Context: an optimization exercise on an open-source flow, tuned for small area and a short achievable clock period. The choices shown serve that exercise and are no tape-out recipe. In this exercise RTL edits were held to simulation tests only and were not proved equivalent to the original.

==> ember <==
Design wb_regfile_top, start of the top module:
module wb_regfile_top #(
  parameter int ADDR_W = 3
) (
  input  logic              clk,
  input  logic              rst,
  input  logic              wb_v,
  input  logic              ld_gpr1,
  input  logic              ld_gpr2,
  input  logic              ld_gpr3,
  input  logic              dcache_write,
  input  logic              ld_flags,
  input  logic [31:0]       flags_affected,
  input  logic [31:0]       new_flags,
  input  logic              is_cmps_first,
  input  logic              is_cmps_second,
  input  logic              is_repne_first,
  input  logic [1:0]        datasize,
  input  logic [31:0]       alu_result,
  input  logic [31:0]       cmps_pointer,
  input  logic [31:0]       count,
  input  logic [31:0]       address,
  input  logic [ADDR_W-1:0] dr1,
  input  logic [ADDR_W-1:0] dr2,
  input  logic [ADDR_W-1:0] dr3,
  input  logic [ADDR_W-1:0] rd_addr_a,
  input  logic [ADDR_W-1:0] rd_addr_b,
  output logic [31:0]       rd_data_a,
  output logic [31:0]       rd_data_b,
  output logic [31:0]       flags,
  output logic              dcache_we,
  output logic [31:0]       dcache_data,
  output logic [31:0]       dcache_addr,
  output logic [1:0]        dcache_size,
  output logic              repne_done
);
==> module gpr_read_port, before the edit <==
module gpr_read_port
(
  input  logic [7:0][31:0] reg_q,
  input  logic [7:0]       sel,
  output logic [31:0]      rd_data
);
  for (genvar b = 0; b < 32; b++) begin : g_bit
    gpr_rbit rbit_i (
      .sel (sel),
      .d   ({reg_q[7][b], reg_q[6][b], reg_q[5][b], reg_q[4][b],
             reg_q[3][b], reg_q[2][b], reg_q[1][b], reg_q[0][b]}),
      .y   (rd_data[b])
    );
  end
endmodule
==> module rd_decode, before the edit <==
module rd_decode
(
  input  logic [2:0] a,
  output logic [7:0] sel
);
  logic [2:0] a_n;
  logic [7:0] sel_n;
  for (genvar i = 0; i < 3; i++) begin : g_c
    g_inv inv_i (.a(a[i]), .y(a_n[i]));
  end
  for (genvar r = 0; r < 8; r++) begin : g_r
    g_nand3 nand_i (
      .a (r[0] ? a[0] : a_n[0]),
      .b (r[1] ? a[1] : a_n[1]),
      .c (r[2] ? a[2] : a_n[2]),
      .y (sel_n[r])
    );
    g_inv drv_i (.a(sel_n[r]), .y(sel[r]));
  end
endmodule
==> module wb_regfile_top, before the edit <==
module wb_regfile_top #(
  parameter int ADDR_W = 3
) (
  input  logic              clk,
  input  logic              rst,
  input  logic              wb_v,
  input  logic              ld_gpr1,
  input  logic              ld_gpr2,
  input  logic              ld_gpr3,
  input  logic              dcache_write,
  input  logic              ld_flags,
  input  logic [31:0]       flags_affected,
  input  logic [31:0]       new_flags,
  input  logic              is_cmps_first,
  input  logic              is_cmps_second,
  input  logic              is_repne_first,
  input  logic [1:0]        datasize,
  input  logic [31:0]       alu_result,
  input  logic [31:0]       cmps_pointer,
  input  logic [31:0]       count,
  input  logic [31:0]       address,
  input  logic [ADDR_W-1:0] dr1,
  input  logic [ADDR_W-1:0] dr2,
  input  logic [ADDR_W-1:0] dr3,
  input  logic [ADDR_W-1:0] rd_addr_a,
  input  logic [ADDR_W-1:0] rd_addr_b,
  output logic [31:0]       rd_data_a,
  output logic [31:0]       rd_data_b,
  output logic [31:0]       flags,
  output logic              dcache_we,
  output logic [31:0]       dcache_data,
  output logic [31:0]       dcache_addr,
  output logic [1:0]        dcache_size,
  output logic              repne_done
);
  logic [7:0]       s3, s2;
  logic [7:0][2:0]  s1, w;
  logic [7:0]       sel_a, sel_b;
  logic [31:0]      d1n, d2n, d3n;
  logic [6:0]       fl_q;
  logic [31:0]      next_pointer_n, first_pointer, next_count_zn;
  logic [31:0]      wd1;
  logic [7:0][31:0] reg_q;
  writeback_stage writeback_stage_i (
    .clk            (clk),
    .rst            (rst),
    .wb_v           (wb_v),
    .ld_gpr1        (ld_gpr1),
    .ld_gpr2        (ld_gpr2),
    .ld_gpr3        (ld_gpr3),
    .ld_flags       (ld_flags),
    .flags_affected (flags_affected),
    .new_flags      (new_flags),
    .datasize       (datasize),
    .dr1            (dr1),
    .dr2            (dr2),
    .dr3            (dr3),
    .s3             (s3),
    .s2             (s2),
    .s1             (s1),
    .w              (w),
    .fl_q           (fl_q)
  );
  cmps_repne_unit cmps_repne_unit_i (
    .clk            (clk),
    .rst            (rst),
    .v              (wb_v),
    .is_cmps_first  (is_cmps_first),
    .is_cmps_second (is_cmps_second),
    .is_repne_first (is_repne_first),
    .ld_count       (ld_gpr3),
    .dir_flag       (fl_q[5]),
    .zero_flag      (fl_q[3]),
    .datasize       (datasize),
    .pointer        (cmps_pointer),
    .count          (count),
    .next_pointer_n (next_pointer_n),
    .first_pointer  (first_pointer),
    .next_count_zn  (next_count_zn),
    .repne_done     (repne_done)
  );
  wd1_muxi wd1_mux_i (.sel(is_cmps_first), .a(first_pointer), .b(alu_result), .y_n(d1n));
  inv32 wd1_inv_i (.a(d1n), .y(wd1));
  assign d2n = next_pointer_n;
  assign d3n = next_count_zn;
  for (genvar i = 0; i < 8; i++) begin : g_gpr
    gpr_slice gpr_slice_i (
      .clk (clk),
      .s3  (s3[i]),
      .s2  (s2[i]),
      .s1  (s1[i]),
      .w   (w[i]),
      .d3n (d3n),
      .d2n (d2n),
      .d1n (d1n),
      .q   (reg_q[i])
    );
  end
  rd_decode dec_a_i (.a(rd_addr_a), .sel(sel_a));
  rd_decode dec_b_i (.a(rd_addr_b), .sel(sel_b));
  gpr_read_port read_a_i (.reg_q(reg_q), .sel(sel_a), .rd_data(rd_data_a));
  gpr_read_port read_b_i (.reg_q(reg_q), .sel(sel_b), .rd_data(rd_data_b));
  assign flags = {20'd0, fl_q[6], fl_q[5], 2'b00, fl_q[4], fl_q[3], 1'b0,
                  fl_q[2], 1'b0, fl_q[1], 1'b0, fl_q[0]};
  assign dcache_we   = wb_v && dcache_write;
  assign dcache_data = wd1;
  assign dcache_addr = address;
  assign dcache_size = datasize;
endmodule
Settings: LEC_CHECK=0, CAP_MARGIN=20, CORE_MARGIN=2, CORE_UTILIZATION=38, CTS_BUF_LIST=sky130_fd_sc_hd__clkbuf_4 sky130_fd_sc_hd__clkbuf_8, CTS_CLUSTER_DIAMETER=60, CTS_CLUSTER_SIZE=12, SETUP_SLACK_MARGIN=2.8, SLEW_MARGIN=20, SYNTH_HIERARCHICAL=1, TNS_END_PERCENT=0; clock period 5.5 ns.
standard.sh (not shown) runs the stock make flow with config.mk's settings and CLKGATE_MAP_FILE= SYNTH_SCRIPT=/design/flow/synth_recipe.tcl, a recipe that flattens the netlist after the stock synthesis.
==> flow/flow/run.sh <==
#!/bin/bash
# Layout flow: the standard flow, with two changes:
#  - synthesis runs synth_recipe.tcl unchanged except that abc maps the logic
#    with flow/abc.script (a plain area-recovering mapping) instead of ORFS's
#    speed script;
#  - the port buffers are the smallest buffer cell, left to the resizer to upsize.
set -euo pipefail
W=$PWD
cat > $W/my_synth.tcl <<EOS
proc abc {args} {
  set i [lsearch -exact \$args -script]
  if {\$i >= 0} { lset args [expr {\$i + 1}] $W/flow/abc.script }
  yosys abc {*}\$args
}
source $W/synth_recipe.tcl
EOS
ARGS=(SYNTH_SCRIPT=$W/my_synth.tcl "BUFFER_PORTS_ARGS=-buffer_cell sky130_fd_sc_hd__buf_1")
bash standard.sh "${ARGS[@]}" synth > $W/synth.log 2>&1
bash standard.sh "${ARGS[@]}" finish > $W/layout.log 2>&1
==> flow/flow/abc.script <==
&get -n
&st
&dch
&nf
&put
==> amber: changes against ember <==
--- a/flow/design.v
+++ b/flow/design.v
@@ -52,2 +52,5 @@
 endmodule
+module g_nor3 (input logic a, input logic b, input logic c, output logic y);
+  assign y = ~(a | b | c);
+endmodule
 `timescale 1ns/100ps
@@ -325,3 +328,3 @@
   input  logic [7:0][31:0] reg_q,
-  input  logic [7:0]       sel,
+  input  logic [3:0][7:0]  sel,      
   output logic [31:0]      rd_data
@@ -330,3 +333,3 @@
     gpr_rbit rbit_i (
-      .sel (sel),
+      .sel (sel[b / 8]),
       .d   ({reg_q[7][b], reg_q[6][b], reg_q[5][b], reg_q[4][b],
@@ -356,17 +359,12 @@
   input  logic [2:0] a,
+  input  logic [2:0] a_n,
   output logic [7:0] sel
 );
-  logic [2:0] a_n;
-  logic [7:0] sel_n;
-  for (genvar i = 0; i < 3; i++) begin : g_c
-    g_inv inv_i (.a(a[i]), .y(a_n[i]));
-  end
   for (genvar r = 0; r < 8; r++) begin : g_r
-    g_nand3 nand_i (
-      .a (r[0] ? a[0] : a_n[0]),
-      .b (r[1] ? a[1] : a_n[1]),
-      .c (r[2] ? a[2] : a_n[2]),
-      .y (sel_n[r])
+    g_nor3 nor_i (
+      .a (r[0] ? a_n[0] : a[0]),
+      .b (r[1] ? a_n[1] : a[1]),
+      .c (r[2] ? a_n[2] : a[2]),
+      .y (sel[r])
     );
-    g_inv drv_i (.a(sel_n[r]), .y(sel[r]));
   end
@@ -410,3 +408,3 @@
   logic [7:0][2:0]  s1, w;
-  logic [7:0]       sel_a, sel_b;
+  logic [3:0][7:0]  sel_a, sel_b;
   logic [31:0]      d1n, d2n, d3n;
@@ -471,4 +469,11 @@
   end
-  rd_decode dec_a_i (.a(rd_addr_a), .sel(sel_a));
-  rd_decode dec_b_i (.a(rd_addr_b), .sel(sel_b));
+  logic [2:0] rd_addr_a_n, rd_addr_b_n;
+  for (genvar i = 0; i < 3; i++) begin : g_ra_n
+    g_inv inv_a_i (.a(rd_addr_a[i]), .y(rd_addr_a_n[i]));
+    g_inv inv_b_i (.a(rd_addr_b[i]), .y(rd_addr_b_n[i]));
+  end
+  for (genvar k = 0; k < 4; k++) begin : g_dec
+    rd_decode dec_a_i (.a(rd_addr_a), .a_n(rd_addr_a_n), .sel(sel_a[k]));
+    rd_decode dec_b_i (.a(rd_addr_b), .a_n(rd_addr_b_n), .sel(sel_b[k]));
+  end
   gpr_read_port read_a_i (.reg_q(reg_q), .sel(sel_a), .rd_data(rd_data_a));
--- a/flow/config.mk
+++ b/flow/config.mk
@@ -13,3 +13,3 @@
 export CTS_CLUSTER_SIZE = 12
-export SETUP_SLACK_MARGIN = 2.8
+export SETUP_SLACK_MARGIN = 2.5
 export SLEW_MARGIN = 20
==> impl_metrics.py <==
metrics = {
    "die": {
        "die-area_sq_mm": 0.05045,
    },
    "power_and_ir_drop": {
        "pwr_density_cell_mw_per_mm2": 274.9,
    },
    "global_route": {
        "grtUsageMet3": 0.1019,
        "first_global_vias": 20900,
    },
    "status": {
        "status": "timing/DRC/antenna clean",
    },
    "critical_path": {
        "reg2reg_slack_ns": 2.33,
    },
}
the above is filed under amber

==> impl_metrics.py <==
metrics = {
    "power_and_ir_drop": {
        "pwr_density_cell_mw_per_mm2": 279.2,
        "p_switching_w": 0.002411,
    },
    "final_layout": {
        "clock_buffers": 43,
    },
    "sta": {
        "maxSlewViolCount": 0,
    },
    "die": {
        "die-area_sq_mm": 0.04997,
    },
    "global_route": {
        "grtUsageMet3": 0.1649,
    },
    "critical_path": {
        "reg2reg_slack_ns": 2.18,
    },
    "placement": {
        "dp.cells": 2865,
    },
    "status": {
        "status": "timing/DRC/antenna clean",
    },
}
the above is filed under ember

port drivers added, routing unchanged:
The flow's constraints put no driver on any port. The routed layouts listed below were extracted and timed again, unchanged, in two steps. Step 1, drivers: a clkbuf_16 drives clk and a buf_2 each remaining input, both assumed. Step 2, shift: input delay + t, output delay - t, t = (earliest + latest rising clock arrival at the registers) / 2. This alone moves slack from input paths to output paths. Slacks: ideal ports / drivers / drivers and shift; pairs: ideal ports / drivers.
run | t, ns | setup slack, ns | worst setup path at the end | clock arrival spread, ns | worst register clock-pin slew, ns
ember | 0.701 | 1.923 / 1.841 / 1.467 | input to register | 0.055 / 0.054 | 0.09 / 0.09
amber | 0.673 | 1.989 / 1.962 / 1.494 | input to register | 0.020 / 0.021 | 0.09 / 0.09
After both steps setup and hold are still met in every run listed. The setup slack of amber, which loses most, moves by -0.027 ns with the drivers and by -0.495 ns with both steps.
